Source: an optimization exercise on an open RTL-to-GDS flow (aim: small area). Production flows keep margins and buffers that such runs may drop. At most, simulation tests tie the RTL to the original design; equivalence was not proved. For runs 2 and 3, only the layout was checked, not whether the RTL still works. Power and IR drop assume default switching activity.

==> flow/design.v <==
`timescale 1ns/100ps
package rv_isa_pkg;
    typedef enum logic [4:0] {
        LOAD     = 5'b00000,
        MISC_MEM = 5'b00011,
        OP_IMM   = 5'b00100,
        AUIPC    = 5'b00101,
        STORE    = 5'b01000,
        OP       = 5'b01100,
        LUI      = 5'b01101,
        BRANCH   = 5'b11000,
        JALR     = 5'b11001,
        JAL      = 5'b11011,
        SYSTEM   = 5'b11100
    } opcode_e;
    typedef enum logic [2:0] {
        ADD = 3'b000,
        SLL = 3'b001,
        SRL = 3'b101
    } funct3_alu_e;
    typedef enum logic [4-1:0] {
        ILLEGAL_INSN = 4'd2
    } cause_e;
endpackage
`timescale 1ns/100ps
package id_stage_pkg;
    typedef logic [32-1:0] word_t;
    typedef logic [32-1:1] pc_t;
    typedef logic [5-1:0] reg_idx_t;
    typedef logic [4-1:0] cause_t;
endpackage
`timescale 1ns/100ps
module id_issue_ctrl (
    input  logic                 clk,
    input  logic                 rst,
    input  logic                 stall,
    input  logic                 clear,
    input  logic                 d_valid,
    input  id_stage_pkg::pc_t    d_pc,
    input  id_stage_pkg::word_t  d_insn,
    input  logic                 d_trap,
    input  id_stage_pkg::cause_t d_cause,
    input  logic                 insn_valid,
    output logic                 r_valid,
    output id_stage_pkg::pc_t    r_pc,
    output id_stage_pkg::word_t  r_insn,
    output logic                 r_trap,
    output id_stage_pkg::cause_t r_cause,
    output logic                 q_valid,
    output logic                 q_trap,
    output id_stage_pkg::cause_t q_cause
);
    always_ff @(posedge clk) begin
        if (rst) begin
            r_valid <= 1'b0;
            r_trap  <= 1'b0;
            r_insn  <= '0;
        end else if (!stall) begin
            r_valid <= d_valid;
            r_pc    <= d_pc;
            r_insn  <= d_insn;
            r_trap  <= d_trap;
            r_cause <= d_cause;
        end
    end
    assign q_valid = r_valid && !clear && insn_valid;
    assign q_trap  = !clear && (r_trap || (r_valid && !insn_valid));
    assign q_cause = r_trap ? r_cause
                            : id_stage_pkg::cause_t'(rv_isa_pkg::ILLEGAL_INSN);
endmodule
`timescale 1ns/100ps
module id_regfile (
    input  logic                   clk,
    input  logic                   rst,
    input  logic                   we,
    input  id_stage_pkg::reg_idx_t rd,
    input  id_stage_pkg::word_t    wdata,
    input  id_stage_pkg::reg_idx_t rs1,
    input  id_stage_pkg::reg_idx_t rs2,
    output id_stage_pkg::word_t    rs1_val,
    output id_stage_pkg::word_t    rs2_val
);
    id_stage_pkg::word_t        storage [1:32-1];
    logic [32-1:1]    written;
    logic [32-1:1]    wsel;
    logic [32-1:1]    sel1;
    logic [32-1:1]    sel2;
    always_comb begin
        for (int i = 1; i < 32; i++) begin
            wsel[i] = we && (rd == i[5-1:0]);
            sel1[i] = written[i] && (rs1 == i[5-1:0]);
            sel2[i] = written[i] && (rs2 == i[5-1:0]);
        end
    end
    always_comb begin
        rs1_val = '0;
        rs2_val = '0;
        for (int i = 1; i < 32; i++) begin
            rs1_val = rs1_val | (storage[i] & {32{sel1[i]}});
            rs2_val = rs2_val | (storage[i] & {32{sel2[i]}});
        end
    end
    always_ff @(posedge clk) begin
        for (int i = 1; i < 32; i++) begin
            if (wsel[i]) begin
                storage[i] <= wdata;
            end
        end
    end
    always_ff @(posedge clk) begin
        if (rst) begin
            written <= '0;
        end else begin
            written <= written | wsel;
        end
    end
endmodule
`timescale 1ns/100ps
module id_insn_validator (
    input  id_stage_pkg::word_t insn,
    output logic      insn_valid
);
    rv_isa_pkg::opcode_e opcode;
    logic [2:0]          funct3;
    logic [6:0]          funct7;
    logic                valid_op_imm;
    logic                valid_op;
    logic                valid_system;
    assign opcode = rv_isa_pkg::opcode_e'(insn[6:2]);
    assign funct3 = insn[14:12];
    assign funct7 = insn[31:25];
    always_comb begin
        if (funct3 == rv_isa_pkg::SLL) begin
            valid_op_imm = (funct7 == 7'b0000000);
        end else if (funct3 == rv_isa_pkg::SRL) begin
            valid_op_imm = (funct7 == 7'b0000000) || (funct7 == 7'b0100000);
        end else begin
            valid_op_imm = 1'b1;
        end
    end
    always_comb begin
        case (funct7)
            7'b0000000: valid_op = 1'b1;
            7'b0000001: valid_op = 1'b1;
            7'b0100000: valid_op = (funct3 == rv_isa_pkg::ADD) || (funct3 == rv_isa_pkg::SRL);
            default:    valid_op = 1'b0;
        endcase
    end
    always_comb begin
        if (funct3 == 3'b000) begin
            case (insn[31:20])
                12'h000, 12'h001, 12'h302, 12'h105: valid_system = 1'b1;
                default:                            valid_system = 1'b0;
            endcase
        end else begin
            valid_system = (funct3 != 3'b100);
        end
    end
    always_comb begin
        if (insn[1:0] != 2'b11) begin
            insn_valid = 1'b0;
        end else begin
            case (opcode)
                rv_isa_pkg::LOAD:     insn_valid = (funct3 != 3'b011) && (funct3 < 3'b110);
                rv_isa_pkg::STORE:    insn_valid = (funct3 <= 3'b010);
                rv_isa_pkg::MISC_MEM: insn_valid = (funct3[2:1] == 2'b00);
                rv_isa_pkg::OP_IMM:   insn_valid = valid_op_imm;
                rv_isa_pkg::OP:       insn_valid = valid_op;
                rv_isa_pkg::AUIPC:    insn_valid = 1'b1;
                rv_isa_pkg::LUI:      insn_valid = 1'b1;
                rv_isa_pkg::BRANCH:   insn_valid = funct3[2] || !funct3[1];
                rv_isa_pkg::JALR:     insn_valid = (funct3 == 3'b000);
                rv_isa_pkg::JAL:      insn_valid = 1'b1;
                rv_isa_pkg::SYSTEM:   insn_valid = valid_system;
                default:              insn_valid = 1'b0;
            endcase
        end
    end
endmodule
`timescale 1ns/100ps
module id_reg_usage (
    input  id_stage_pkg::word_t insn,
    output logic      use_rd
);
    rv_isa_pkg::opcode_e opcode;
    logic [2:0]          funct3;
    assign opcode = rv_isa_pkg::opcode_e'(insn[6:2]);
    assign funct3 = insn[14:12];
    always_comb begin
        case (opcode)
            rv_isa_pkg::LOAD,
            rv_isa_pkg::OP_IMM,
            rv_isa_pkg::AUIPC,
            rv_isa_pkg::OP,
            rv_isa_pkg::LUI,
            rv_isa_pkg::JALR,
            rv_isa_pkg::JAL: begin
                use_rd = 1'b1;
            end
            rv_isa_pkg::SYSTEM: begin
                use_rd = (funct3 != 3'b000);
            end
            default: begin
                use_rd = 1'b0;
            end
        endcase
    end
endmodule
`timescale 1ns/100ps
module id_branch_unit (
    input  id_stage_pkg::pc_t   pc,
    input  id_stage_pkg::word_t insn,
    input  id_stage_pkg::word_t rs1_val,
    input  logic                fw_rs1_bt,
    input  id_stage_pkg::word_t fw_val,
    output logic                is_xret,
    output logic                is_jump,
    output logic                is_branch,
    output logic                branch_predict,
    output id_stage_pkg::pc_t   branch_target,
    output logic                use_rs1_bt
);
    rv_isa_pkg::opcode_e opcode;
    id_stage_pkg::word_t imm_i;
    id_stage_pkg::word_t imm_b;
    id_stage_pkg::word_t imm_j;
    id_stage_pkg::word_t add_lhs;
    id_stage_pkg::word_t add_rhs;
    id_stage_pkg::word_t add_res;
    assign opcode = rv_isa_pkg::opcode_e'(insn[6:2]);
    assign imm_i = {{20{insn[31]}}, insn[31:20]};
    assign imm_b = {{20{insn[31]}}, insn[7], insn[30:25], insn[11:8], 1'b0};
    assign imm_j = {{12{insn[31]}}, insn[19:12], insn[20], insn[30:21], 1'b0};
    assign is_jump    = (opcode == rv_isa_pkg::JAL) || (opcode == rv_isa_pkg::JALR);
    assign is_branch  = (opcode == rv_isa_pkg::BRANCH);
    assign use_rs1_bt = (opcode == rv_isa_pkg::JALR);
    assign is_xret    = (opcode == rv_isa_pkg::SYSTEM) && (insn[14:12] == 3'b000)
                     && (insn[31:20] == 12'h302);
    assign branch_predict = insn[31];
    assign add_lhs = use_rs1_bt ? (fw_rs1_bt ? fw_val : rs1_val) : {pc, 1'b0};
    assign add_rhs = use_rs1_bt ? imm_i : (is_branch ? imm_b : imm_j);
    assign add_res = add_lhs + add_rhs;
    assign branch_target = add_res[32-1:1];
endmodule
`timescale 1ns/100ps
module id_stage (
    input  logic                   clk,
    input  logic                   rst,
    input  logic                   stall,
    input  logic                   clear,
    input  logic                   d_valid,
    input  id_stage_pkg::pc_t      d_pc,
    input  id_stage_pkg::word_t    d_insn,
    input  logic                   d_trap,
    input  id_stage_pkg::cause_t   d_cause,
    input  logic                   wb_we,
    input  id_stage_pkg::reg_idx_t wb_rd,
    input  id_stage_pkg::word_t    wb_wdata,
    input  logic                   fw_rs1_bt,
    input  id_stage_pkg::word_t    fw_val,
    output logic                   q_valid,
    output id_stage_pkg::pc_t      q_pc,
    output id_stage_pkg::word_t    q_insn,
    output logic                   q_use_rd,
    output id_stage_pkg::word_t    q_rs1_val,
    output id_stage_pkg::word_t    q_rs2_val,
    output logic                   q_branch,
    output logic                   q_branch_predict,
    output logic                   q_trap,
    output id_stage_pkg::cause_t   q_cause,
    output logic                   is_xret,
    output logic                   is_jump,
    output logic                   is_branch,
    output logic                   branch_predict,
    output id_stage_pkg::pc_t      branch_target,
    output logic                   use_rs1_bt
);
    logic insn_valid;
    logic                 r_valid;
    id_stage_pkg::pc_t    r_pc;
    id_stage_pkg::word_t  r_insn;
    logic                 r_trap;
    id_stage_pkg::cause_t r_cause;
    id_issue_ctrl u_issue_ctrl (
        .clk        (clk),
        .rst        (rst),
        .stall      (stall),
        .clear      (clear),
        .d_valid    (d_valid),
        .d_pc       (d_pc),
        .d_insn     (d_insn),
        .d_trap     (d_trap),
        .d_cause    (d_cause),
        .insn_valid (insn_valid),
        .r_valid    (r_valid),
        .r_pc       (r_pc),
        .r_insn     (r_insn),
        .r_trap     (r_trap),
        .r_cause    (r_cause),
        .q_valid    (q_valid),
        .q_trap     (q_trap),
        .q_cause    (q_cause)
    );
    id_regfile u_regfile (
        .clk     (clk),
        .rst     (rst),
        .we      (wb_we),
        .rd      (wb_rd),
        .wdata   (wb_wdata),
        .rs1     (r_insn[19:15]),
        .rs2     (r_insn[24:20]),
        .rs1_val (q_rs1_val),
        .rs2_val (q_rs2_val)
    );
    id_insn_validator u_validator (
        .insn       (r_insn),
        .insn_valid (insn_valid)
    );
    id_reg_usage u_reg_usage (
        .insn     (r_insn),
        .use_rd   (q_use_rd)
    );
    id_branch_unit u_branch_unit (
        .pc             (r_pc),
        .insn           (r_insn),
        .rs1_val        (q_rs1_val),
        .fw_rs1_bt      (fw_rs1_bt),
        .fw_val         (fw_val),
        .is_xret        (is_xret),
        .is_jump        (is_jump),
        .is_branch      (is_branch),
        .branch_predict (branch_predict),
        .branch_target  (branch_target),
        .use_rs1_bt     (use_rs1_bt)
    );
    assign q_pc             = r_pc;
    assign q_insn           = r_insn;
    assign q_branch         = is_branch;
    assign q_branch_predict = branch_predict;
endmodule
==> flow/run.sh <==
#!/bin/bash
# synth_recipe.tcl (not shown) runs the flow's synth.tcl, then flattens the netlist and writes it again
# the make line also repeats each setting of config.mk as NAME=value (left out here)
make -C /OpenROAD-flow-scripts/flow DESIGN_CONFIG=/design/flow/config.mk WORK_HOME=/design/flow/orfs CLKGATE_MAP_FILE= SYNTH_SCRIPT=/design/flow/synth_recipe.tcl finish
==> flow/config.mk <==
export PLATFORM = sky130hd
export DESIGN_NAME = id_stage
export DESIGN_NICKNAME = id_stage
export VERILOG_FILES = /design/flow/design.v
export SDC_FILE = /design/flow/constraint.sdc
export NUM_CORES = 4
export LEC_CHECK = 0
export CAP_MARGIN = 20
export CORE_MARGIN = 2
export CORE_UTILIZATION = 40
export SLEW_MARGIN = 20
==> flow/constraint.sdc <==
create_clock -name core_clock -period 8.0 [get_ports {clk}]
set_input_delay 1.6000 -clock core_clock [delete_from_list [all_inputs] [get_ports {clk}]]
set_output_delay 1.6000 -clock core_clock [all_outputs]
set_load 0.01 [all_outputs]
==> run notes, run 1 <==
The static power due to leakage came out at about 19 nW. The first global-routing pass estimated 315000 µm of wire. The max-cap check violation count is 0. The worst-path maximum fanout came out at 11.

The multi-input combinational cells in the finished layout cover a total of 0.0144 mm². The number of buffers on the longest clock path came out at 3. The row count came out at 125.

The worst-case IR drop observed on VDD is about 0.2 mV. The detailed-placement wirelength estimate is 136000 µm. The final weighted congestion in routability-driven placement came out at 0.982. The area of the core region is around 0.12 mm².

For this design, the slowest cell found on the critical path is sky130_fd_sc_hd__clkdlybuf4s50_1. The leading cell type in the layout, fill and taps excluded is sky130_fd_sc_hd__edfxtp_1. The relative max-transition margin came out at 8.97%.

The flow ran to the end and the layout has no timing, DRC or antenna violations. Buffers inserted during clock tree synthesis total 110. The max-slew violation count is 0.

Counting I/O delays and the setup requirement, the final critical path takes approximately 8 ns. The clock sink total is about 1100. The count of input and output buffers came out at about 320. The number of buffers and inverters on the critical path came out at 3. The netlist area before placement is about 0.047 mm².

The ratio of cells with drive above 1 in the final layout came out at between 10% and 20%. In this run the remaining antenna-violating nets after routing total 0. The number of antenna violations at the first check in global routing is 20. The number of endpoints with negative hold slack in the final report came out at 0. The final number of setup-violating endpoints is 0. The mean instance size in the synthesized netlist came out at 14.3 µm². The worst hold path stage count is 2. The total of warnings raised by yosys is 5. In this run the critical register-to-register path is captured at u_issue_ctrl.r_insn[24]$_SDFFE_PP0N_. Setup repair after global routing left no endpoint under its margin. The endpoint required time on the critical path came out at around 6.4 ns. Traced cell by cell, the critical path runs through buf_2, and3b_4, and3_4, buf_4, a22o_1, a221oi_1, nand4_1, or3_4, mux2i_1, o21ai_0, ha_1, nand3_1, a21o_1, a211oi_2, o21ai_2, a2111o_1, a211oi_2, o21ai_0, a21oi_1, clkdlybuf4s50_1.

The number of unique standard cell types used by synthesis came out at 66. The largest net degree at the start of global routing came out at 67. The flip-flop and latch area is approximately 0.032 mm². For this run, the leading register cell type out of synthesis is sky130_fd_sc_hd__edfxtp_1. The count of nets after finishing is ~3800. The worst setup path is launched from a flop. The critical setup path kind is reg -> out. The number of search-and-repair iterations in the first detailed-routing pass came out at 10. The share of the cycle needed by the critical path after routing is a little over nine tenths. Measured along the y axis, the die boundary spans 347 µm. For this configuration, the core starts out at a cell density of 40.4%. The synthesized design contains ~1100 register bits. The measured slew at the worst slew-check pin is around 1.4 ns. The routed design has 238000 µm of wire. The die area is around 0.12 mm². Derived from the worst setup path, the maximum achievable clock frequency is 0.128 GHz. CTS placed an instance of sky130_fd_sc_hd__clkbuf_16 at the clock tree root. Measured along the x axis, the die boundary spans approximately 350 µm. Counting every instance in the synthesized netlist gives between 3000 and 4000. The final clock skew came out at 0 ns. The via count of the first global-routing pass came out at ~37000. The register-to-register path setup slack is 6.82 ns. The path with the worst hold slack has its endpoint at u_regfile.written[23]$_SDFF_PP0_.

The I/O pin total came out at about 320. The clock latency at the later pin of the worst-skew pair is between 0.6 and 0.7 ns. The total number of vias is 40500.

The startpoint identified for the worst register-to-register timing path is u_issue_ctrl.r_insn[24]$_SDFFE_PP0N_. The min-delay analysis places its worst path in the category reg -> reg. The cell family contributing the most delay on the critical path is compound AO/OA/AOI/OAI gates. The average vias per placed instance came out at between 7 and 8. In the layout the commonest cells are sky130_fd_sc_hd__edfxtp_1 (1027), sky130_fd_sc_hd__a22oi_1 (460), sky130_fd_sc_hd__clkdlybuf4s50_1 (307).

The CTS H-tree depth is 3. The async set or reset register ratio after synthesis came out at 0%. The filler cell count in the final layout is roughly 10000. The worst setup path is captured at an output pin. The layout overhead on the synthesized area is 21.3%. The initial detailed-routing violation count came out at roughly 10000. The worst hold slack across all endpoints came out at ~0.51 ns.

The TritonCTS clock tree is yes. The startpoint identified for the worst hold timing path is u_regfile.written[23]$_SDFF_PP0_. For this run, design rule violations remaining after detail routing come to 0. The overall power of the completed layout came out at about 12 mW. The clock transition time at the flip-flop clock pins of the worst setup and hold paths came out at 0.06 ns. The sequential cell area fraction in the yosys report is about two thirds.

The number of enable-type register cells in the synthesized netlist came out at 1027. For the worst flop-to-flop path, the logic depth is 2. The data arrival time at the worst-slack endpoint is slightly above 6 ns.

In the global route stage, overall resource usage came out at a little under two fifths. The delay contributed by the slowest stage of the critical path is between 0.5 and 0.6 ns. After detailed routing, the average wire length per cell comes to approximately 45 µm. The remaining global-route overflow came out at 0. Power spread over the standard cell area amounts to approximately 220 mW/mm².
==> metrics by stage <==
| step | area [µm²] | utilization (%) | cells | worst slack, ns | setup TNS (ns) |
|---|---|---|---|---|---|
| final | 57100 | 49.0 | 5268 | 0.196 | 0 |
| after global routing | 57000 | 49.0 | 5261 | 0.00348 | 0 |
| after CTS | 56600 | 48.7 | 5244 | -0.0187 | -0.0187 |
| after detailed placement | 52900 | 45.5 | 5039 | 0.171 | 0 |
| after global placement | 52900 | 45.4 | 5038 | 0.0455 | 0 |
| after floorplan | 47000 | - | 3297 | 1.30 | 0 |
==> worst reg2reg max path, stage by stage (launching register included) <==
cell and delay, ns:
sky130_fd_sc_hd__dfxtp_1 0.83, sky130_fd_sc_hd__mux2i_1 0.17, sky130_fd_sc_hd__nor2_1 0.11
==> cell type report <==
cell class	count	area share [%]
diodes	9	0.0395
clock buffers	139	5.20
clock inverters	64	1.13
inverters	26	0.171
multi-input cells	1909	25.2
flip-flops and latches	1092	56.3
well taps	1524	3.34
repair buffers	505	8.56
==> cells in the mapped netlist (65+ instances only) <==
cell | n | area share (%)
sky130_fd_sc_hd__dfxtp_1 | 65 | 2.8
sky130_fd_sc_hd__nand4_1 | 72 | 0.96
sky130_fd_sc_hd__nor2_1 | 155 | 1.2
sky130_fd_sc_hd__edfxtp_1 | 1027 | 66
sky130_fd_sc_hd__a221oi_1 | 212 | 3.9
sky130_fd_sc_hd__a22o_1 | 211 | 3.9
sky130_fd_sc_hd__clkbuf_1 | 227 | 1.8
sky130_fd_sc_hd__nand3_1 | 171 | 1.8
sky130_fd_sc_hd__a22oi_1 | 460 | 7.3
sky130_fd_sc_hd__mux2i_1 | 65 | 1.4
sky130_fd_sc_hd__and3_1 | 66 | 0.88
==> cell families (layout without fill, tap and decap cells) <==
kind of cell / after synthesis / after routing / share of synthesized area [%]
AO/OA/AOI/OAI: 1101 / 1101 / 18.7
XOR/XNOR: 24 / 24 / 0.447
adder cells (fa/ha/maj): 31 / 31 / 0.841
buffers and inverters: 296 / 734 / 2.41
flip-flops: 1092 / 1092 / 68.3
multiplexers: 71 / 71 / 1.53
other: 0 / 9 / 0
AND/OR/NAND/NOR: 682 / 682 / 7.74
==> flip-flops by register name, indices dropped and copies added, names as in the netlist <==
name                  flops
u_regfile.written        31
u_regfile.storage       992
u_issue_ctrl.r_valid      1
u_issue_ctrl.r_trap       1
u_issue_ctrl.r_insn      32
u_issue_ctrl.r_pc        31
u_issue_ctrl.r_cause      4
==> power by group <==
group / total, mW / internal (mW) / switching, mW
combinational: 0.641 / 0.269 / 0.372
sequential: 6.42 / 6.34 / 0.0770
clock: 5.27 / 3.00 / 2.26
==> how the worst max path moves through the flow <==
stage	to	startpoint	cells past startpoint	slack, ns
after floorplan	branch_target[30]	fw_rs1_bt	15	1.30
after global placement	branch_target[30]	fw_rs1_bt	18	0.05
after detailed placement	branch_target[30]	fw_rs1_bt	18	0.17
after CTS	branch_target[31]	u_issue_ctrl.r_insn[15]$_SDFFE_PP0N_	20	-0.02
after global routing	branch_target[31]	u_issue_ctrl.r_insn[15]$_SDFFE_PP0N_	21	0.003
final	branch_target[28]	u_issue_ctrl.r_insn[16]$_SDFFE_PP0N_	20	0.20
==> what timing repair did <==
action	in CTS	in global routing
cloned	0	1
setup endpoints to repair	12	15
setup buffers	2	11
hold buffers	0	0
pin swaps	2	17
resized for setup	30	61
==> layer usage <==
metal	part of all wire, %	vias up	global-route usage [%]
li1	-	14600	-
met1	33	19500	47.2
met2	41	4971	54.3
met3	19	1351	17.3
met4	8.0	27	22.3
met5	0.094	-	0
==> run 2: changes to the inputs <==
--- a/flow/design.v
+++ b/flow/design.v
@@ -81,36 +81,14 @@
     output id_stage_pkg::word_t    rs2_val
 );
-    id_stage_pkg::word_t        storage [1:32-1];
-    logic [32-1:1]    written;
-    logic [32-1:1]    wsel;
-    logic [32-1:1]    sel1;
-    logic [32-1:1]    sel2;
-    always_comb begin
-        for (int i = 1; i < 32; i++) begin
-            wsel[i] = we && (rd == i[5-1:0]);
-            sel1[i] = written[i] && (rs1 == i[5-1:0]);
-            sel2[i] = written[i] && (rs2 == i[5-1:0]);
-        end
-    end
-    always_comb begin
-        rs1_val = '0;
-        rs2_val = '0;
-        for (int i = 1; i < 32; i++) begin
-            rs1_val = rs1_val | (storage[i] & {32{sel1[i]}});
-            rs2_val = rs2_val | (storage[i] & {32{sel2[i]}});
-        end
-    end
-    always_ff @(posedge clk) begin
-        for (int i = 1; i < 32; i++) begin
-            if (wsel[i]) begin
-                storage[i] <= wdata;
-            end
-        end
-    end
+    id_stage_pkg::word_t storage [0:32-1];
+    assign rs1_val = storage[rs1];
+    assign rs2_val = storage[rs2];
     always_ff @(posedge clk) begin
         if (rst) begin
-            written <= '0;
-        end else begin
-            written <= written | wsel;
+            for (int i = 0; i < 32; i++) begin
+                storage[i] <= '0;
+            end
+        end else if (we && rd != '0) begin
+            storage[rd] <= wdata;
         end
     end
==> run notes, run 2 <==
The clock sink total came out at 1103 (was 1092). The depth of the most critical reg-to-reg path came out at 2 (unchanged). The measured slew at the worst slew-check pin came out at 1.16 ns (was 1.36 ns). The share of the cycle needed by the critical path after routing is 97.7% (was 97.6%).

The number of placed cells counting well taps was 5812 (was 5039). The total of warnings raised by yosys came to 4 (was 5). The met3 capacity usage during global routing came out at 6.64% (was 17.3%). The minimum clock period came out at 7.82 ns (was 7.80 ns). The max-cap check violation count came out at 0 (unchanged). The row count came out at 141 (was 125). RSZ-0062 raised after global routing: true (was false). The via count of the first global-routing pass is 37700 (was 37400).

The detailed-placement wirelength estimate is 128000 µm (was 136000 µm). The die area was 0.151 mm² (was 0.120 mm²). The count of state elements after synthesis came to 1103 (was 1092). The post-layout utilization of the core is 46.9% (was 49.0%). The initial detailed-routing violation count came out at 5385 (was 10100). The total routed wirelength was 216000 µm (was 238000 µm).

The worst hold path stage count was 2 (unchanged). The fraction of post-synthesis cell area in the top cell type by area came out at 53.7% (was 65.6%). The clock transition time at the flip-flop clock pins of the worst setup and hold paths came to 0.06 ns (about the same). The initial standard-cell utilization of the core was 40.2% (was 40.4%). The terminating pin of the worst hold path is u_issue_ctrl.r_valid$_SDFFE_PP0N_ (was u_regfile.written[23]$_SDFF_PP0_).

The endpoint class of the critical path is an output pin (unchanged). The final clock skew is 0.00861 ns (was 0 ns). The post-synthesis cell type with the largest combined area was sky130_fd_sc_hd__edfxtp_1 (unchanged).

The static power due to leakage is 23.1 nW (was 19.2 nW). The hold path startpoint is u_issue_ctrl.r_valid$_SDFFE_PP0N_ (was u_regfile.written[23]$_SDFF_PP0_). The smallest setup slack after layout came out at 0.182 ns (was 0.196 ns). The height of the die is 389 µm (was 347 µm). The total CTS buffers is 121 (was 110). The average vias per placed instance came out at 6.18 (was 7.69).

The sequential cell area fraction in the yosys report was 55.2% (was 68.3%). The endpoint required time on the critical path is 6.40 ns (about the same). The die width came out at 389 µm (was 347 µm). The total power density per cell area came out at 215 mW/mm² (was 216 mW/mm²). The overall power of the completed layout was 14.9 mW (was 12.3 mW). The class of the tightest hold or removal check was reg -> reg (unchanged). The critical-path cell with the highest stage delay is sky130_fd_sc_hd__clkdlybuf4s50_1 (unchanged). The number of buffers on the longest clock path is 3 (unchanged). The netlist area before placement is 0.0592 mm² (was 0.0470 mm²). The number of antenna violations at the first check in global routing is 40 (was 20). Result of the run: complete, no violations (unchanged). The register containing the most flip-flops in the final layout is u_regfile.storage (unchanged).

The delay contributed by the slowest stage of the critical path came out at 0.60 ns (was 0.57 ns). The peak clock frequency supported by timing came out at 0.128 GHz (about the same). The first-pass GRT wire length came out at 296000 µm (was 315000 µm). The number of enable-type register cells in the synthesized netlist is 1059 (was 1027).

The leading cell type in the layout, fill and taps excluded is sky130_fd_sc_hd__edfxtp_1 (unchanged). The clock latency at the later pin of the worst-skew pair came out at 0.76 ns (was 0.68 ns). The final non-filler cell total was 6054 (was 5268). The met1 usage came out at 37.8% (was 47.2%). The I/O pin total came out at 316 (unchanged). The final number of setup-violating endpoints is 0 (unchanged). The startpoint of the lowest-slack register-to-register path was u_issue_ctrl.r_insn[15]$_SDFFE_PP0N_ (was u_issue_ctrl.r_insn[24]$_SDFFE_PP0N_). The register-to-register path setup slack is 6.59 ns (was 6.82 ns). The pre-CTS setup slack came to 0.528 ns (was 0.171 ns).

The ratio of cells with drive above 1 in the final layout was 26.5% (was 13.9%). Cell Chain, Critical Path: buf_4, buf_16, mux4_2, mux4_2, mux2_2, mux2i_1, o21ai_0, ha_1, a21o_1, a21oi_1, o21ai_0, buf_4, a211o_1, o211ai_1, nand2_1, a311oi_2, clkdlybuf4s50_1 (was buf_2, and3b_4, and3_4, buf_4, a22o_1, a221oi_1, nand4_1, or3_4, mux2i_1, o21ai_0, ha_1, nand3_1, a21o_1, a211oi_2, o21ai_2, a2111o_1, a211oi_2, o21ai_0, a21oi_1, clkdlybuf4s50_1). The layout overhead on the synthesized area is 16.7% (was 21.3%). Most instantiated cells after synthesis: sky130_fd_sc_hd__edfxtp_1 (1059), sky130_fd_sc_hd__and2_1 (1000), sky130_fd_sc_hd__mux4_2 (630), sky130_fd_sc_hd__clkbuf_1 (296), sky130_fd_sc_hd__nor2_1 (93) (was sky130_fd_sc_hd__edfxtp_1 (1027), sky130_fd_sc_hd__a22oi_1 (460), sky130_fd_sc_hd__clkbuf_1 (227), sky130_fd_sc_hd__a221oi_1 (212), sky130_fd_sc_hd__a22o_1 (211)). The count of hold-fix buffers inserted at cts is 0 (unchanged). The cell family contributing the most delay on the critical path is multiplexers (was compound AO/OA/AOI/OAI gates). The cell at the root of the clock tree was sky130_fd_sc_hd__clkbuf_16 (unchanged).

The TritonCTS clock tree is yes (unchanged). The count of nets after finishing is 4192 (was 3819). The met2 layer usage reported by global route came out at 44.3% (was 54.3%). The number of flip-flops under the largest register name is 1024 (was 992). The global routing's busiest layer was met2 (unchanged).

The mean instance size in the synthesized netlist is 15.6 µm² (was 14.3 µm²). The number of unique standard cell types used by synthesis is 61 (was 66). The total number of vias is 37400 (was 40500).

The count of input and output buffers was 315 (unchanged). The number of DRC violations after detailed routing came to 0 (unchanged). The number of endpoints with negative hold slack in the final report came to 0 (unchanged). The worst-path maximum fanout is 20 (was 11). The async set or reset register ratio after synthesis was 0% (unchanged). The number of buffers and inverters on the critical path is 4 (was 3). The leading cell type by number of instances after synthesis was sky130_fd_sc_hd__edfxtp_1 (unchanged). The data arrival time at the worst-slack endpoint was 6.22 ns (was 6.20 ns).

The global routing usage summed across all routing layers came out at 28.3% (was 38.0%). The max-slew violation count came out at 0 (unchanged). The most used flip-flop cell after synthesis was sky130_fd_sc_hd__edfxtp_1 (unchanged).

The relative max-transition margin is 22.9% (was 8.97%). The worst hold slack across all endpoints came out at 0.527 ns (was 0.512 ns). The number of instances in the synthesized netlist was 3794 (was 3297). Largest registers: u_regfile.storage (1024), u_issue_ctrl.r_insn (32), u_issue_ctrl.r_pc (31) (was u_regfile.storage (992), u_issue_ctrl.r_insn (32)). The remaining global-route overflow was 0 (unchanged). The peak supply drop came out at 0.180 mV (was 0.199 mV).

Top area cells in the synthesized netlist: sky130_fd_sc_hd__edfxtp_1 (54%), sky130_fd_sc_hd__mux4_2 (24%), sky130_fd_sc_hd__and2_1 (11%) (was sky130_fd_sc_hd__edfxtp_1 (66%), sky130_fd_sc_hd__a22oi_1 (7.3%), sky130_fd_sc_hd__a221oi_1 (3.9%)). Most frequent cells in the layout: sky130_fd_sc_hd__edfxtp_1 (1059), sky130_fd_sc_hd__and2_1 (1000), sky130_fd_sc_hd__mux4_2 (630) (was sky130_fd_sc_hd__edfxtp_1 (1027), sky130_fd_sc_hd__a22oi_1 (460), sky130_fd_sc_hd__clkdlybuf4s50_1 (307)). The post-detailed-route count of antenna-violating nets came out at 0 (unchanged). The CTS H-tree depth came out at 3 (unchanged).

The largest net degree at the start of global routing came out at 88 (was 67). The final weighted congestion in routability-driven placement is 0.912 (was 0.982). The critical setup path kind is reg -> out (unchanged). The average detailed-routed wire length per instance is 35.7 µm (was 45.2 µm). The number of search-and-repair iterations in the first detailed-routing pass came out at 6 (was 10).

The area of the core region came out at 0.147 mm² (was 0.116 mm²). The nature of the critical path startpoint is a flop (unchanged).
-- run 2: kinds of logic (layout without fill, tap and decap cells) --
group                    Yosys count  in the layout  synth area share (%)
multiplexers                     778            778                  26.6
AO/OA/AOI/OAI                    170            170                  1.74
buffers and inverters            403            694                  2.66
other                              1             40               0.00633
XOR/XNOR                          23             23                 0.353
flip-flops                      1103           1103                  55.2
adder cells (fa/ha/maj)           31             31                 0.668
AND/OR/NAND/NOR                 1285           1285                  12.8
-- run 2: layout make-up --
type / count / area [µm²]
inverter: 23 / 86.3
clock inverter: 68 / 800
fill: 12400 / 78200
clock buffer: 154 / 3170
tap: 1930 / 2410
antenna: 8 / 20.0
sequential: 1103 / 32700
timing repair buffer: 449 / 4560
multi-input combinational: 2319 / 25400
-- run 2: what timing repair did --
item / CTS / global route
buffers inserted: 0 / 5
pin swaps: 0 / 2
gates cloned: 0 / 6
endpoints found under the setup margin: 3 / 10
gates resized for setup: 2 / 18
-- run 2: power by group --
| part | switching (mW) | total [mW] | internal, mW |
|---|---|---|---|
| combinational | 1.21 | 2.28 | 1.07 |
| sequential | 0.215 | 6.86 | 6.65 |
| clock | 2.41 | 5.74 | 3.33 |
-- run 2: worst max-delay path by stage --
stage / to / slack, ns / cells after the start
2_1_floorplan: branch_target[30] / 1.78 / 14
3_3_place_gp: branch_target[30] / 0.46 / 14
3_5_place_dp: branch_target[30] / 0.53 / 14
4_1_cts: branch_target[30] / 0.03 / 17
5_1_grt: branch_target[30] / -0.06 / 19
6_report: branch_target[25] / 0.18 / 17
-- run 2: per-layer routing --
layer	routed length (µm)	up-vias
li1	-	15000
met1	80900	19300
met2	99400	2586
met3	25000	494
met4	10600	12
met5	71	-
-- run 2: worst reg2reg max path: stages, from the launching register on --
cell and delay (ns):
sky130_fd_sc_hd__dfxtp_1 0.50, sky130_fd_sc_hd__mux2i_1 0.13, sky130_fd_sc_hd__nor2_1 0.58
-- run 2: per-stage QoR --
step	area, µm²	setup TNS [ns]
2_1_floorplan	59300	0
3_3_place_gp	64800	0
3_5_place_dp	64900	0
4_1_cts	68800	0
5_1_grt	69100	-0.0558
6_report	69100	0
==> run 3: changes to the inputs <==
--- a/flow/design.v
+++ b/flow/design.v
@@ -81,17 +81,66 @@
     output id_stage_pkg::word_t    rs2_val
 );
-    id_stage_pkg::word_t storage [0:32-1];
-    assign rs1_val = storage[rs1];
-    assign rs2_val = storage[rs2];
-    always_ff @(posedge clk) begin
-        if (rst) begin
-            for (int i = 0; i < 32; i++) begin
-                storage[i] <= '0;
+    id_stage_pkg::word_t storage [1:31];
+    logic [31:1]         written;
+    logic [31:1]         wsel;
+    logic [31:1]         sel1;
+    logic [31:1]         sel2;
+    for (genvar i = 1; i < 32; i++) begin : g_reg
+        assign wsel[i] = we && (rd == i);
+        assign sel1[i] = written[i] && (rs1 == i);
+        assign sel2[i] = written[i] && (rs2 == i);
+        always_ff @(posedge clk) begin
+            if (wsel[i]) begin
+                storage[i] <= wdata;
             end
-        end else if (we && rd != '0) begin
-            storage[rd] <= wdata;
         end
+        always_ff @(posedge clk) begin
+            if (rst) begin
+                written[i] <= 1'b0;
+            end else if (wsel[i]) begin
+                written[i] <= 1'b1;
+            end
+        end
+    end
+    for (genvar b = 0; b < 32; b++) begin : g_bit
+        logic [10:0] grp1_n;
+        logic [10:0] grp2_n;
+        for (genvar g = 0; g < 10; g++) begin : g_grp
+            id_rf_aoi3 u_aoi1 (
+                .d0 (storage[3*g+1][b]), .s0 (sel1[3*g+1]),
+                .d1 (storage[3*g+2][b]), .s1 (sel1[3*g+2]),
+                .d2 (storage[3*g+3][b]), .s2 (sel1[3*g+3]),
+                .y_n(grp1_n[g])
+            );
+            id_rf_aoi3 u_aoi2 (
+                .d0 (storage[3*g+1][b]), .s0 (sel2[3*g+1]),
+                .d1 (storage[3*g+2][b]), .s1 (sel2[3*g+2]),
+                .d2 (storage[3*g+3][b]), .s2 (sel2[3*g+3]),
+                .y_n(grp2_n[g])
+            );
+        end
+        assign grp1_n[10] = ~(storage[31][b] & sel1[31]);
+        assign grp2_n[10] = ~(storage[31][b] & sel2[31]);
+        id_rf_nand11 u_or1 (.a_n(grp1_n), .y(rs1_val[b]));
+        id_rf_nand11 u_or2 (.a_n(grp2_n), .y(rs2_val[b]));
     end
 endmodule
+module id_rf_aoi3 (
+    input  logic d0,
+    input  logic s0,
+    input  logic d1,
+    input  logic s1,
+    input  logic d2,
+    input  logic s2,
+    output logic y_n
+);
+    assign y_n = ~((d0 & s0) | (d1 & s1) | (d2 & s2));
+endmodule
+module id_rf_nand11 (
+    input  logic [10:0] a_n,
+    output logic        y
+);
+    assign y = ~&a_n;
+endmodule
 `timescale 1ns/100ps
 module id_insn_validator (
@@ -199,15 +248,18 @@
     output logic                use_rs1_bt
 );
+    localparam int LO = 20;
     rv_isa_pkg::opcode_e opcode;
-    id_stage_pkg::word_t imm_i;
-    id_stage_pkg::word_t imm_b;
-    id_stage_pkg::word_t imm_j;
-    id_stage_pkg::word_t add_lhs;
-    id_stage_pkg::word_t add_rhs;
-    id_stage_pkg::word_t add_res;
+    id_stage_pkg::word_t base;
+    logic [LO-1:0]       imm_lo;
+    logic                sign;
+    logic [LO-1:0]       p;
+    logic [LO-1:0]       g;
+    logic [LO-1:0]       gp;
+    logic [LO-1:0]       pp;
+    logic [LO:0]         carry;
+    logic [32-1:LO] hi_match;
+    logic [32-1:LO] hi_all;
+    id_stage_pkg::word_t sum;
     assign opcode = rv_isa_pkg::opcode_e'(insn[6:2]);
-    assign imm_i = {{20{insn[31]}}, insn[31:20]};
-    assign imm_b = {{20{insn[31]}}, insn[7], insn[30:25], insn[11:8], 1'b0};
-    assign imm_j = {{12{insn[31]}}, insn[19:12], insn[20], insn[30:21], 1'b0};
     assign is_jump    = (opcode == rv_isa_pkg::JAL) || (opcode == rv_isa_pkg::JALR);
     assign is_branch  = (opcode == rv_isa_pkg::BRANCH);
@@ -216,8 +268,47 @@
                      && (insn[31:20] == 12'h302);
     assign branch_predict = insn[31];
-    assign add_lhs = use_rs1_bt ? (fw_rs1_bt ? fw_val : rs1_val) : {pc, 1'b0};
-    assign add_rhs = use_rs1_bt ? imm_i : (is_branch ? imm_b : imm_j);
-    assign add_res = add_lhs + add_rhs;
-    assign branch_target = add_res[32-1:1];
+    assign base = use_rs1_bt ? (fw_rs1_bt ? fw_val : rs1_val) : {pc, 1'b0};
+    assign sign = insn[31];
+    always_comb begin
+        if (use_rs1_bt) begin
+            imm_lo = {{(LO-12){sign}}, insn[31:20]};
+        end else if (is_branch) begin
+            imm_lo = {{(LO-12){sign}}, insn[7], insn[30:25], insn[11:8], 1'b0};
+        end else begin
+            imm_lo = {insn[19:12], insn[20], insn[30:21], 1'b0};
+        end
+    end
+    assign p = base[LO-1:0] ^ imm_lo;
+    assign g = base[LO-1:0] & imm_lo;
+    always_comb begin
+        gp = g;
+        pp = p;
+        for (int d = 1; d < LO; d = d * 2) begin
+            for (int i = 2 * d - 1; i < LO; i = i + 2 * d) begin
+                gp[i] = gp[i] | (pp[i] & gp[i-d]);
+                pp[i] = pp[i] & pp[i-d];
+            end
+        end
+        for (int d = 8; d >= 1; d = d / 2) begin
+            for (int i = 3 * d - 1; i < LO; i = i + 2 * d) begin
+                gp[i] = gp[i] | (pp[i] & gp[i-d]);
+                pp[i] = pp[i] & pp[i-d];
+            end
+        end
+    end
+    assign carry = {gp, 1'b0};
+    always_comb begin
+        hi_all[LO] = 1'b1;
+        for (int i = LO; i < 32; i++) begin
+            hi_match[i] = base[i] ^ sign;
+            if (i > LO) begin
+                hi_all[i] = hi_all[i-1] & hi_match[i-1];
+            end
+        end
+    end
+    assign sum[LO-1:0]          = p ^ carry[LO-1:0];
+    assign sum[32-1:LO]   = base[32-1:LO]
+                                ^ ({(32-LO){carry[LO] ^ sign}} & hi_all);
+    assign branch_target = sum[32-1:1];
 endmodule
 `timescale 1ns/100ps
==> flow/flow/run.sh (new file) <==
#!/bin/bash
# The standard layout, with small port buffers and a clock tree of fewer,
# larger leaf clusters and no dummy loads.
set -euo pipefail
export BUFFER_PORTS_ARGS="-buffer_cell sky130_fd_sc_hd__buf_1"
export CTS_ARGS="-sink_clustering_enable -repair_clock_nets -dont_use_dummy_load -sink_clustering_size 25 -sink_clustering_max_diameter 80 -buf_list {sky130_fd_sc_hd__clkbuf_8 sky130_fd_sc_hd__clkbuf_16}"
bash standard.sh > standard.log 2>&1
==> flow/standard.sh (new file) <==
#!/bin/bash
# synth_recipe.tcl (not shown) runs the flow's synth.tcl, then flattens the netlist and writes it again
# the make line also repeats each setting of config.mk as NAME=value (left out here)
make -C /OpenROAD-flow-scripts/flow DESIGN_CONFIG=/design/flow/config.mk WORK_HOME=/design/flow/orfs CLKGATE_MAP_FILE= SYNTH_SCRIPT=/design/flow/synth_recipe.tcl "${@:-finish}"
--- a/flow/config.mk
+++ b/flow/config.mk
@@ -10,2 +10,3 @@
 export CORE_UTILIZATION = 40
 export SLEW_MARGIN = 20
+export SYNTH_HIERARCHICAL = 1
removed: flow/run.sh
==> run notes, run 3 <==
The cell family contributing the most delay on the critical path is simple AND/OR/NAND/NOR gates (was multiplexers). The number of instances in the synthesized netlist came out at 2757 (was 3794). The number of enable-type register cells in the synthesized netlist is 1027 (was 1059). The peak clock frequency supported by timing is 0.127 GHz (was 0.128 GHz). RSZ-0062 raised after global routing: false (was true). The max-cap check violation count is 0 (unchanged). The fraction of post-synthesis cell area in the top cell type by area is 68.5% (was 53.7%). The height of the die is 340 µm (was 389 µm).

The nature of the critical path startpoint is a flop (unchanged). The critical setup path kind is reg -> out (unchanged). The first-pass GRT wire length came out at 249000 µm (was 296000 µm). The total routed wirelength is 184000 µm (was 216000 µm). The via count of the first global-routing pass is 32000 (was 37700).

The final number of setup-violating endpoints is 0 (unchanged). The detailed-placement wirelength estimate came out at 115000 µm (was 128000 µm). The count of state elements after synthesis came out at 1092 (was 1103). The area of the core region came out at 0.112 mm² (was 0.147 mm²). The overall power of the completed layout came out at 9.84 mW (was 14.9 mW).

The netlist area before placement is 0.0450 mm² (was 0.0592 mm²). The count of hold-fix buffers inserted at cts came out at 0 (unchanged). The average vias per placed instance is 7.37 (was 6.18). The TritonCTS clock tree is yes (unchanged).

The total CTS buffers is 55 (was 121). The number of flip-flops under the largest register name came out at 992 (was 1024). The measured slew at the worst slew-check pin is 1.24 ns (was 1.16 ns).

The leading cell type by number of instances after synthesis was sky130_fd_sc_hd__edfxtp_1 (unchanged). The data arrival time at the worst-slack endpoint is 6.28 ns (was 6.22 ns). The minimum clock period is 7.88 ns (was 7.82 ns). The number of DRC violations after detailed routing is 0 (unchanged).

The count of nets after finishing is 3344 (was 4192). The initial standard-cell utilization of the core was 40.2% (about the same). The sequential cell area fraction in the yosys report is 71.3% (was 55.2%). The delay contributed by the slowest stage of the critical path came out at 0.69 ns (was 0.60 ns). The number of endpoints with negative hold slack in the final report came out at 0 (unchanged).

The total of warnings raised by yosys is 13 (was 4). The number of search-and-repair iterations in the first detailed-routing pass came to 14 (was 6). The summed negative setup slack over all endpoints came out at 0 ns (unchanged). The average detailed-routed wire length per instance was 39.4 µm (was 35.7 µm). The worst-path maximum fanout is 18 (was 20). Top area cells in the synthesized netlist: sky130_fd_sc_hd__edfxtp_1 (68%), sky130_fd_sc_hd__a222oi_1 (14%), sky130_fd_sc_hd__dfxtp_1 (2.9%) (was sky130_fd_sc_hd__edfxtp_1 (54%), sky130_fd_sc_hd__mux4_2 (24%), sky130_fd_sc_hd__and2_1 (11%)). The number of unique standard cell types used by synthesis was 74 (was 61). The number of buffers on the longest clock path is 3 (unchanged).

Result of the run: complete, no violations (unchanged). The post-detailed-route count of antenna-violating nets came to 0 (unchanged). The leading cell type in the layout, fill and taps excluded is sky130_fd_sc_hd__edfxtp_1 (unchanged). The clock sink total is 1092 (was 1103).

The relative max-transition margin came out at 17.3% (was 22.9%). The mean instance size in the synthesized netlist was 16.3 µm² (was 15.6 µm²). The post-synthesis cell type with the largest combined area was sky130_fd_sc_hd__edfxtp_1 (unchanged). The global routing usage summed across all routing layers came out at 30.6% (was 28.3%). Largest registers: u_regfile.storage (992), u_issue_ctrl.r_insn (32) (was u_regfile.storage (1024), u_issue_ctrl.r_insn (32), u_issue_ctrl.r_pc (31)). The clock latency at the later pin of the worst-skew pair is 0.65 ns (was 0.76 ns). The final weighted congestion in routability-driven placement is 0.946 (was 0.912). The clock transition time at the flip-flop clock pins of the worst setup and hold paths is 0.09 ns (was 0.06 ns). The most used flip-flop cell after synthesis is sky130_fd_sc_hd__edfxtp_1 (unchanged). The cell at the root of the clock tree is sky130_fd_sc_hd__clkbuf_16 (unchanged).

The class of the tightest hold or removal check was reg -> reg (unchanged). Most frequent cells in the layout: sky130_fd_sc_hd__edfxtp_1 (1027), sky130_fd_sc_hd__a222oi_1 (640), sky130_fd_sc_hd__buf_1 (298) (was sky130_fd_sc_hd__edfxtp_1 (1059), sky130_fd_sc_hd__and2_1 (1000), sky130_fd_sc_hd__mux4_2 (630)). The remaining global-route overflow is 0 (unchanged). The final clock skew came out at 0 ns (was 0.00861 ns).

The peak supply drop is 0.159 mV (was 0.180 mV). The total power density per cell area came to 195 mW/mm² (was 215 mW/mm²). The endpoint class of the critical path is an output pin (unchanged). The number of buffers and inverters on the critical path was 2 (was 4). The ratio of cells with drive above 1 in the final layout is 9.78% (was 26.5%).

The I/O pin total is 316 (unchanged). Most instantiated cells after synthesis: sky130_fd_sc_hd__edfxtp_1 (1027), sky130_fd_sc_hd__a222oi_1 (640), sky130_fd_sc_hd__nand3_1 (144), sky130_fd_sc_hd__nand4_1 (131), sky130_fd_sc_hd__nor2_1 (87) (was sky130_fd_sc_hd__edfxtp_1 (1059), sky130_fd_sc_hd__and2_1 (1000), sky130_fd_sc_hd__mux4_2 (630), sky130_fd_sc_hd__clkbuf_1 (296), sky130_fd_sc_hd__nor2_1 (93)). The endpoint required time on the critical path came to 6.40 ns (about the same). The number of antenna violations at the first check in global routing came out at 20 (was 40). The critical-path cell with the highest stage delay was sky130_fd_sc_hd__dfxtp_1 (was sky130_fd_sc_hd__clkdlybuf4s50_1). The register containing the most flip-flops in the final layout is u_regfile.storage (unchanged). The largest net degree at the start of global routing is 61 (was 88).

The static power due to leakage came out at 16.0 nW (was 23.1 nW). The layout overhead on the synthesized area came out at 11.7% (was 16.7%). Cell Chain, Critical Path: and3b_1, and3_2, a222oi_1, nand4_1, or3_1, mux2_2, and3_1, fa_1, a211oi_2, o21ai_2, o2111ai_2, a21o_1, nand2_1, a21o_1, a21oi_1, fa_1, inv_1, buf_1 (was buf_4, buf_16, mux4_2, mux4_2, mux2_2, mux2i_1, o21ai_0, ha_1, a21o_1, a21oi_1, o21ai_0, buf_4, a211o_1, o211ai_1, nand2_1, a311oi_2, clkdlybuf4s50_1). The post-CTS setup repair buffer count is 0 (unchanged).

The pre-CTS setup slack came out at 0.883 ns (was 0.528 ns). The async set or reset register ratio after synthesis is 0% (unchanged). The post-cts resize count is 0 (was 2). The die width came out at 340 µm (was 389 µm). The CTS H-tree depth came out at 2 (was 3). The initial detailed-routing violation count is 9734 (was 5385). The max-slew violation count came out at 0 (unchanged). The total number of vias was 34500 (was 37400). The count of input and output buffers is 315 (unchanged).

The share of the cycle needed by the critical path after routing came to 98.5% (was 97.7%). The die area came out at 0.115 mm² (was 0.151 mm²). The smallest setup slack after layout was 0.123 ns (was 0.182 ns). The worst hold slack across all endpoints was 0.515 ns (was 0.527 ns). The row count came out at 123 (was 141).
==> run 3: cells by family (layout without fill, tap and decap cells) <==
group | count (synthesis) | after routing | share of synthesized area [%]
buf+inv | 125 | 538 | 1.37
compound gates | 774 | 774 | 16.2
other cells | 0 | 9 | 0
simple gates | 640 | 640 | 8.01
xor+xnor | 27 | 27 | 0.525
flops | 1092 | 1092 | 71.3
mux | 71 | 71 | 1.60
fa+ha+maj | 28 | 28 | 0.944
==> run 3: through the flow <==
step	cell area [µm²]	std cells	utilization, %
floorplan	45000	2757	-
global placement	48900	4612	43.6
detailed placement	48900	4613	43.6
CTS	50300	4668	44.9
global route	50300	4675	44.9
finish	50300	4679	44.9
==> run 3: area by class of cell <==
cell class | instances | area [µm²]
Multi-Input combinational cell | 1540 | 12600
Sequential cell | 1092 | 32100
Clock buffer | 55 | 1380
Inverter | 55 | 206
Timing Repair Buffer | 428 | 2070
Tap cell | 1500 | 1880
Antenna cell | 9 | 22.5
Fill cell | 9889 | 61700
==> run 3: path summary, 6_finish.rpt <==
path | startpoint | end | slack (ns) | cells after the start
setup / recovery | u_issue_ctrl.r_insn[15]$_SDFFE_PP0N_ | branch_target[14] | 0.12 | 18
hold / removal | u_regfile.written[6]$_SDFFE_PP0P_ | u_regfile.written[6]$_SDFFE_PP0P_ | 0.52 | 2
setup reg to reg | u_issue_ctrl.r_insn[21]$_SDFFE_PP0N_ | u_issue_ctrl.r_insn[21]$_SDFFE_PP0N_ | 6.79 | 2
hold reg to reg | u_regfile.written[6]$_SDFFE_PP0P_ | u_regfile.written[6]$_SDFFE_PP0P_ | 0.52 | 2
==> run 3: worst register-to-register path, delay by kind of cell, from the launching register on <==
| family | cells | cell delay (ns) |
|---|---|---|
| flops | 1 | 0.86 |
| mux | 1 | 0.17 |
| simple gates | 1 | 0.12 |
==> run 3: Yosys stat by module (local to each module, per instance), a selection <==
module | cell area [µm²] | cells inside | flip-flops and latches | times used
id_branch_unit | 2270 | 316 | 0 | 1
id_regfile | 32100 | 1330 | 1023 | 1
id_rf_nand11 | 23.8 | 4 | 0 | 64
id_stage | 15.0 | 2 | 0 | 1
id_rf_aoi3 | 10.0 | 1 | 0 | 640
id_issue_ctrl | 2340 | 154 | 69 | 1
id_reg_usage | 63.8 | 7 | 0 | 1
==> run 3: report_power, final <==
group          switching [mW]  internal [mW]
clock                    1.75           1.22
combinational           0.333          0.133
sequential             0.0771           6.33
total                    2.16           7.68
==> run 3: per-layer routing <==
metal / up-vias / share of wire (%) / GRT usage, %
met4: 14 / 6.1 / 16.4
met3: 568 / 16 / 9.85
met1: 17000 / 34 / 39.8
li1: 13600 / - / -
met5: - / 0.049 / 0
met2: 3347 / 43 / 45.6
==> run 4: changes to the inputs <==
--- a/flow/design.v
+++ b/flow/design.v
@@ -96,9 +96,5 @@
         end
         always_ff @(posedge clk) begin
-            if (rst) begin
-                written[i] <= 1'b0;
-            end else if (wsel[i]) begin
-                written[i] <= 1'b1;
-            end
+            written[i] <= !rst && (written[i] || wsel[i]);
         end
     end
@@ -250,5 +246,4 @@
     localparam int LO = 20;
     rv_isa_pkg::opcode_e opcode;
-    id_stage_pkg::word_t base;
     logic [LO-1:0]       imm_lo;
     logic                sign;
@@ -268,5 +263,21 @@
                      && (insn[31:20] == 12'h302);
     assign branch_predict = insn[31];
-    assign base = use_rs1_bt ? (fw_rs1_bt ? fw_val : rs1_val) : {pc, 1'b0};
+    logic                sel_pc;
+    logic                sel_fw;
+    logic                sel_rs1;
+    id_stage_pkg::word_t base_n;
+    id_stage_pkg::word_t pc_word;
+    assign sel_pc  = !use_rs1_bt;
+    assign sel_fw  = use_rs1_bt && fw_rs1_bt;
+    assign sel_rs1 = use_rs1_bt && !fw_rs1_bt;
+    assign pc_word = {pc, 1'b0};
+    for (genvar b = 0; b < 32; b++) begin : g_base
+        id_rf_aoi3 u_base (
+            .d0 (pc_word[b]), .s0 (sel_pc),
+            .d1 (fw_val[b]),  .s1 (sel_fw),
+            .d2 (rs1_val[b]), .s2 (sel_rs1),
+            .y_n(base_n[b])
+        );
+    end
     assign sign = insn[31];
     always_comb begin
@@ -279,6 +290,6 @@
         end
     end
-    assign p = base[LO-1:0] ^ imm_lo;
-    assign g = base[LO-1:0] & imm_lo;
+    assign p = ~(base_n[LO-1:0] ^ imm_lo);
+    assign g = ~(base_n[LO-1:0] | ~imm_lo);
     always_comb begin
         gp = g;
@@ -301,5 +312,5 @@
         hi_all[LO] = 1'b1;
         for (int i = LO; i < 32; i++) begin
-            hi_match[i] = base[i] ^ sign;
+            hi_match[i] = ~(base_n[i] ^ sign);
             if (i > LO) begin
                 hi_all[i] = hi_all[i-1] & hi_match[i-1];
@@ -308,6 +319,6 @@
     end
     assign sum[LO-1:0]          = p ^ carry[LO-1:0];
-    assign sum[32-1:LO]   = base[32-1:LO]
-                                ^ ({(32-LO){carry[LO] ^ sign}} & hi_all);
+    assign sum[32-1:LO]   = ~(base_n[32-1:LO]
+                                  ^ ({(32-LO){carry[LO] ^ sign}} & hi_all));
     assign branch_target = sum[32-1:1];
 endmodule
==> flow/flow/run.sh (replaced) <==
#!/bin/bash
# The standard layout, with small port buffers and a clock tree of fewer,
# larger leaf clusters and no dummy loads.
set -euo pipefail
export BUFFER_PORTS_ARGS="-buffer_cell sky130_fd_sc_hd__buf_1"
export CTS_ARGS="-sink_clustering_enable -repair_clock_nets -dont_use_dummy_load -sink_clustering_size 30 -sink_clustering_max_diameter 80 -buf_list {sky130_fd_sc_hd__clkbuf_8 sky130_fd_sc_hd__clkbuf_16}"
bash standard.sh > standard.log 2>&1
--- a/flow/config.mk
+++ b/flow/config.mk
@@ -6,7 +6,8 @@
 export NUM_CORES = 4
 export LEC_CHECK = 0
-export CAP_MARGIN = 20
+export CAP_MARGIN = 5
 export CORE_MARGIN = 2
-export CORE_UTILIZATION = 40
-export SLEW_MARGIN = 20
+export CORE_UTILIZATION = 30
+export PLACE_DENSITY = 0.45
+export SLEW_MARGIN = 5
 export SYNTH_HIERARCHICAL = 1
==> run notes, run 4 <==
The worst hold path stage count is 2 (unchanged). The total of warnings raised by yosys was 13 (unchanged). The filler cell count in the final layout is 14200 (was 9889).

The first-pass GRT wire length was 274000 µm (was 249000 µm). The number of flip-flops under the largest register name is 992 (unchanged). The final clock skew is 0 ns (unchanged). The number of buffers on the longest clock path is 3 (unchanged). The ratio of cells with drive above 1 in the final layout is 11.3% (was 9.78%).

The share of the cycle needed by the critical path after routing is 98.0% (was 98.5%). Top area cells in the synthesized netlist: sky130_fd_sc_hd__edfxtp_1 (69%), sky130_fd_sc_hd__a222oi_1 (15%), sky130_fd_sc_hd__dfxtp_1 (2.9%) (was sky130_fd_sc_hd__edfxtp_1 (68%), sky130_fd_sc_hd__a222oi_1 (14%), sky130_fd_sc_hd__dfxtp_1 (2.9%)). The measured slew at the worst slew-check pin came out at 1.15 ns (was 1.24 ns). The I/O pin total came out at 316 (unchanged). The mean instance size in the synthesized netlist was 16.6 µm² (was 16.3 µm²).

The flip-flop and latch area came out at 0.0321 mm² (about the same). The leading cell type by number of instances after synthesis was sky130_fd_sc_hd__edfxtp_1 (unchanged). The critical setup path kind is reg -> out (unchanged). The leading cell type in the layout, fill and taps excluded is sky130_fd_sc_hd__edfxtp_1 (unchanged).

The total number of vias is 34500 (about the same). The initial standard-cell utilization of the core came out at 30.2% (was 40.2%). The switching share of power came out at 22.3% (was 21.9%).

The clock transition time at the flip-flop clock pins of the worst setup and hold paths is 0.07 ns (was 0.09 ns). The fraction of post-synthesis cell area in the top cell type by area was 69.0% (was 68.5%). The detailed-placement wirelength estimate came out at 133000 µm (was 115000 µm). The post-detailed-route count of antenna-violating nets came out at 0 (unchanged).

The register containing the most flip-flops in the final layout was u_regfile.storage (unchanged). The area of the core region came out at 0.148 mm² (was 0.112 mm²). The post-synthesis adder-cell area fraction is 0.952% (was 0.944%).

The worst-path maximum fanout came out at 31 (was 18). The area fraction in compound gates after synthesis was 16.5% (was 16.2%). The largest net degree at the start of global routing came out at 61 (unchanged). The async set or reset register ratio after synthesis is 0% (unchanged). The area share of and/or/nand/nor cells after synthesis came out at 7.84% (was 8.01%).

The static power due to leakage was 16.2 nW (was 16.0 nW). The number of unique standard cell types used by synthesis is 72 (was 74). The endpoint required time on the critical path is 6.40 ns (about the same).

The max-cap check violation count came out at 0 (unchanged). The data arrival time at the worst-slack endpoint is 6.24 ns (was 6.28 ns). The sequential cell area fraction in the yosys report is 71.9% (was 71.3%).

The row count is 141 (was 123). The count of input and output buffers was 315 (unchanged). The remaining global-route overflow came out at 0 (unchanged). The endpoint class of the critical path is an output pin (unchanged). The nature of the critical path startpoint was a flop (unchanged).

The clock power share is 32.9% (was 30.2%). The peak clock frequency supported by timing came to 0.128 GHz (was 0.127 GHz). RSZ-0062 raised after global routing: false (unchanged).

The die width came out at 390 µm (was 340 µm). The number of antenna violations at the first check in global routing is 21 (was 20). The number of endpoints with negative hold slack in the final report is 0 (unchanged).

The startpoint of the lowest-slack register-to-register path is u_issue_ctrl.r_insn[31]$_SDFFE_PP0N_ (was u_issue_ctrl.r_insn[21]$_SDFFE_PP0N_). The total CTS buffers was 67 (was 55). The total power density per cell area is 200 mW/mm² (was 195 mW/mm²). The minimum clock period is 7.84 ns (was 7.88 ns). The global routing usage summed across all routing layers came out at 26.0% (was 30.6%). Most frequent cells in the layout: sky130_fd_sc_hd__edfxtp_1 (1027), sky130_fd_sc_hd__a222oi_1 (672), sky130_fd_sc_hd__buf_1 (307) (was sky130_fd_sc_hd__edfxtp_1 (1027), sky130_fd_sc_hd__a222oi_1 (640), sky130_fd_sc_hd__buf_1 (298)). The average detailed-routed wire length per instance came to 40.3 µm (was 39.4 µm). The number of DRC violations after detailed routing came out at 0 (unchanged). Result of the run: complete, no violations (unchanged). The footprint of the multi-input gates came to 0.0123 mm² (was 0.0126 mm²). The power share of the combinational group is 4.6% (was 4.7%). The number of search-and-repair iterations in the first detailed-routing pass is 15 (was 14). The clock latency at the later pin of the worst-skew pair is 0.68 ns (was 0.65 ns). The netlist area before placement was 0.0447 mm² (was 0.0450 mm²). The count of nets after finishing was 3348 (was 3344). The average vias per placed instance is 6.75 (was 7.37).

The clock sink total is 1092 (unchanged). The die area came out at 0.152 mm² (was 0.115 mm²). The initial detailed-routing violation count came out at 8789 (was 9734). The number of instances in the synthesized netlist is 2697 (was 2757). The post-synthesis cell type with the largest combined area is sky130_fd_sc_hd__edfxtp_1 (unchanged).

The most used flip-flop cell after synthesis is sky130_fd_sc_hd__edfxtp_1 (unchanged). Largest registers: u_regfile.storage (992), u_issue_ctrl.r_insn (32) (unchanged). The depth of the most critical reg-to-reg path is 3 (was 2). The number of placed cells counting well taps came out at 5037 (was 4613). The final weighted congestion in routability-driven placement is 0.901 (was 0.946). The via count of the first global-routing pass is 32400 (was 32000). The number of enable-type register cells in the synthesized netlist is 1027 (unchanged).

The net load switching power came out at 2.28 mW (was 2.16 mW). Most instantiated cells after synthesis: sky130_fd_sc_hd__edfxtp_1 (1027), sky130_fd_sc_hd__a222oi_1 (672), sky130_fd_sc_hd__nand3_1 (140), sky130_fd_sc_hd__nand4_1 (132), sky130_fd_sc_hd__nor2_1 (84) (was sky130_fd_sc_hd__edfxtp_1 (1027), sky130_fd_sc_hd__a222oi_1 (640), sky130_fd_sc_hd__nand3_1 (144), sky130_fd_sc_hd__nand4_1 (131), sky130_fd_sc_hd__nor2_1 (87)). The count of hold-fix buffers inserted at cts came out at 0 (unchanged). The cell at the root of the clock tree is sky130_fd_sc_hd__clkbuf_16 (unchanged).

The portion of netlist area occupied by mux cells came to 1.09% (was 1.60%). The count of state elements after synthesis is 1092 (unchanged). The part of the power in registers came out at 62.5% (was 65.1%).

The CTS H-tree depth is 3 (was 2). The XOR/XNOR share of the synthesized area was 0.353% (was 0.525%). The max-slew violation count is 0 (unchanged). The layout overhead on the synthesized area is 14.6% (was 11.7%). The class of the tightest hold or removal check is reg -> reg (unchanged). The summed negative setup slack over all endpoints came out at 0 ns (unchanged).

The endpoint of the most critical register-to-register path is u_issue_ctrl.r_insn[31]$_SDFFE_PP0N_ (was u_issue_ctrl.r_insn[21]$_SDFFE_PP0N_). The relative max-transition margin came out at 23.4% (was 17.3%). The cell internal power dissipation came out at 7.96 mW (was 7.68 mW). The peak supply drop came to 0.126 mV (was 0.159 mV). The final non-filler cell total came to 5115 (was 4679). The launch point of the worst path was u_issue_ctrl.r_insn[19]$_SDFFE_PP0N_ (was u_issue_ctrl.r_insn[15]$_SDFFE_PP0N_). The final number of setup-violating endpoints came out at 0 (unchanged). The total routed wirelength is 206000 µm (was 184000 µm).

The TritonCTS clock tree was yes (unchanged). The end of the critical path is branch_target[15] (was branch_target[14]). The post-CTS setup repair buffer count is 0 (unchanged). The dominant combinational cell family by area after synthesis is compound AO/OA/AOI/OAI gates (unchanged). The height of the die is 390 µm (was 340 µm). The register-to-register path setup slack is 6.79 ns (about the same).
-- run 4: what timing repair did --
action | 4_1_cts | 5_1_grt
cloned | 0 | 0
endpoints found under the setup margin | 12 | 14
endpoints found under the hold margin | 0 | 0
gates resized for setup | 4 | 9
-- run 4: cell type report --
class | count | share of cell area, %
inverter | 73 | 0.535
timing repair buffer | 465 | 4.58
clock buffer | 67 | 3.28
multi-input combinational | 1477 | 24.0
tap | 1930 | 4.72
sequential | 1092 | 62.8
antenna | 11 | 0.0538
-- run 4: power by group through the flow --
| stage | logic, mW | clock network (mW) | registers, mW |
|---|---|---|---|
| 3_3_place_gp | 0.468 | 0 | 6.53 |
| 4_1_cts | 0.471 | 3.43 | 6.40 |
| 5_1_grt | 0.507 | 3.60 | 6.41 |
| 2_1_floorplan | 0.196 | 0 | 6.51 |
| 6_report | 0.470 | 3.37 | 6.40 |
| 3_5_place_dp | 0.468 | 0 | 6.53 |
-- run 4: stage by stage --
step	hold slack (ns)	total power [mW]	cell area, µm²	util [%]	setup slack [ns]
final	0.482	10.2	51200	34.6	0.161
after global routing	0.509	10.5	51200	34.6	0.0178
after CTS	0.473	10.3	51100	34.6	0.0654
after detailed placement	0.465	7.00	49400	33.4	0.529
after global placement	0.455	7.00	49400	33.4	0.510
after floorplan	0.444	6.71	44700	-	1.45
-- run 4: critical path, cell delays in order, from the launching register on --
cell and delay (ns):
sky130_fd_sc_hd__dfxtp_2 0.47, sky130_fd_sc_hd__and3b_1 0.24, sky130_fd_sc_hd__and3_2 0.22, sky130_fd_sc_hd__buf_4 0.30, sky130_fd_sc_hd__a222oi_1 0.50, sky130_fd_sc_hd__nand4_1 0.21, sky130_fd_sc_hd__or3_1 0.59, sky130_fd_sc_hd__a222oi_1 0.42
sky130_fd_sc_hd__inv_1 0.09, sky130_fd_sc_hd__ha_1 0.37, sky130_fd_sc_hd__nand2_1 0.09, sky130_fd_sc_hd__nor2_1 0.11, sky130_fd_sc_hd__a21oi_1 0.13, sky130_fd_sc_hd__o21ai_0 0.32, sky130_fd_sc_hd__nand3_1 0.11, sky130_fd_sc_hd__and2_1 0.19
sky130_fd_sc_hd__o21a_1 0.19, sky130_fd_sc_hd__fa_1 0.41, sky130_fd_sc_hd__xnor2_2 0.37, sky130_fd_sc_hd__buf_1 0.20
-- run 4: cell families after synthesis --
group | after synthesis
buffers and inverters | 128
XOR/XNOR | 18
adder cells (fa/ha/maj) | 28
other | 1
flip-flops | 1092
AND/OR/NAND/NOR | 622
multiplexers | 48
AO/OA/AOI/OAI | 760
-- run 4: per-module statistics from Yosys (local to each module, per instance) --
module	cell area, µm²	cells inside	flops+latches
id_branch_unit	1600	227	0
id_issue_ctrl	2340	154	69
id_stage	15.0	2	0
id_insn_validator	338	52	0
id_reg_usage	63.8	7	0
id_rf_aoi3	10.0	1	0
id_rf_nand11	23.8	4	0
id_regfile	32100	1327	1023
-- run 4: worst min path at each step --
stage	startpoint	endpoint	slack [ns]
final	u_regfile.written[31]$_DFF_P_	u_regfile.written[31]$_DFF_P_	0.48
after global routing	u_regfile.written[31]$_DFF_P_	u_regfile.written[31]$_DFF_P_	0.51
after CTS	u_regfile.written[31]$_DFF_P_	u_regfile.written[31]$_DFF_P_	0.47
after detailed placement	u_regfile.written[31]$_DFF_P_	u_regfile.written[31]$_DFF_P_	0.46
after global placement	u_regfile.written[31]$_DFF_P_	u_regfile.written[31]$_DFF_P_	0.45
after floorplan	u_regfile.written[31]$_DFF_P_	u_regfile.written[31]$_DFF_P_	0.44
-- run 4: layer usage --
metal / global-route usage (%) / up-vias / wire, µm
met2: 40.6 / 2707 / 92500
met5: 0 / - / 27
met1: 34.0 / 17900 / 78700
met4: 11.1 / 4 / 8950
li1: - / 13600 / -
met3: 7.18 / 369 / 26000

## static timing again, ports no longer ideal
Ports are ideal in the flow. The routed layouts listed here were re-timed in OpenROAD. Step 1 (the two cells are an assumption about what drives the block):
set clk [get_ports {clk}]
set_driving_cell -lib_cell sky130_fd_sc_hd__clkbuf_16 $clk
set_driving_cell -lib_cell sky130_fd_sc_hd__buf_2 [delete_from_list [all_inputs] $clk]
Step 2, shift: input delay + t, output delay - t, t = (earliest + latest rising clock arrival at the registers) / 2. This alone moves slack from input paths to output paths. Three values: ideal ports, drivers, drivers and shift; two values: the first two.
run	t (ns)	setup slack, ns	cell pins on the clock port's net
run 1	0.777	0.196 / 0.122 / 0.391	1
run 2	0.837	0.182 / 0.102 / 0.687	1
run 3	0.766	0.123 / 0.047 / 0.814	1
run 4	0.757	0.161 / 0.082 / 0.839	1
After both steps every run listed still meets setup and hold.
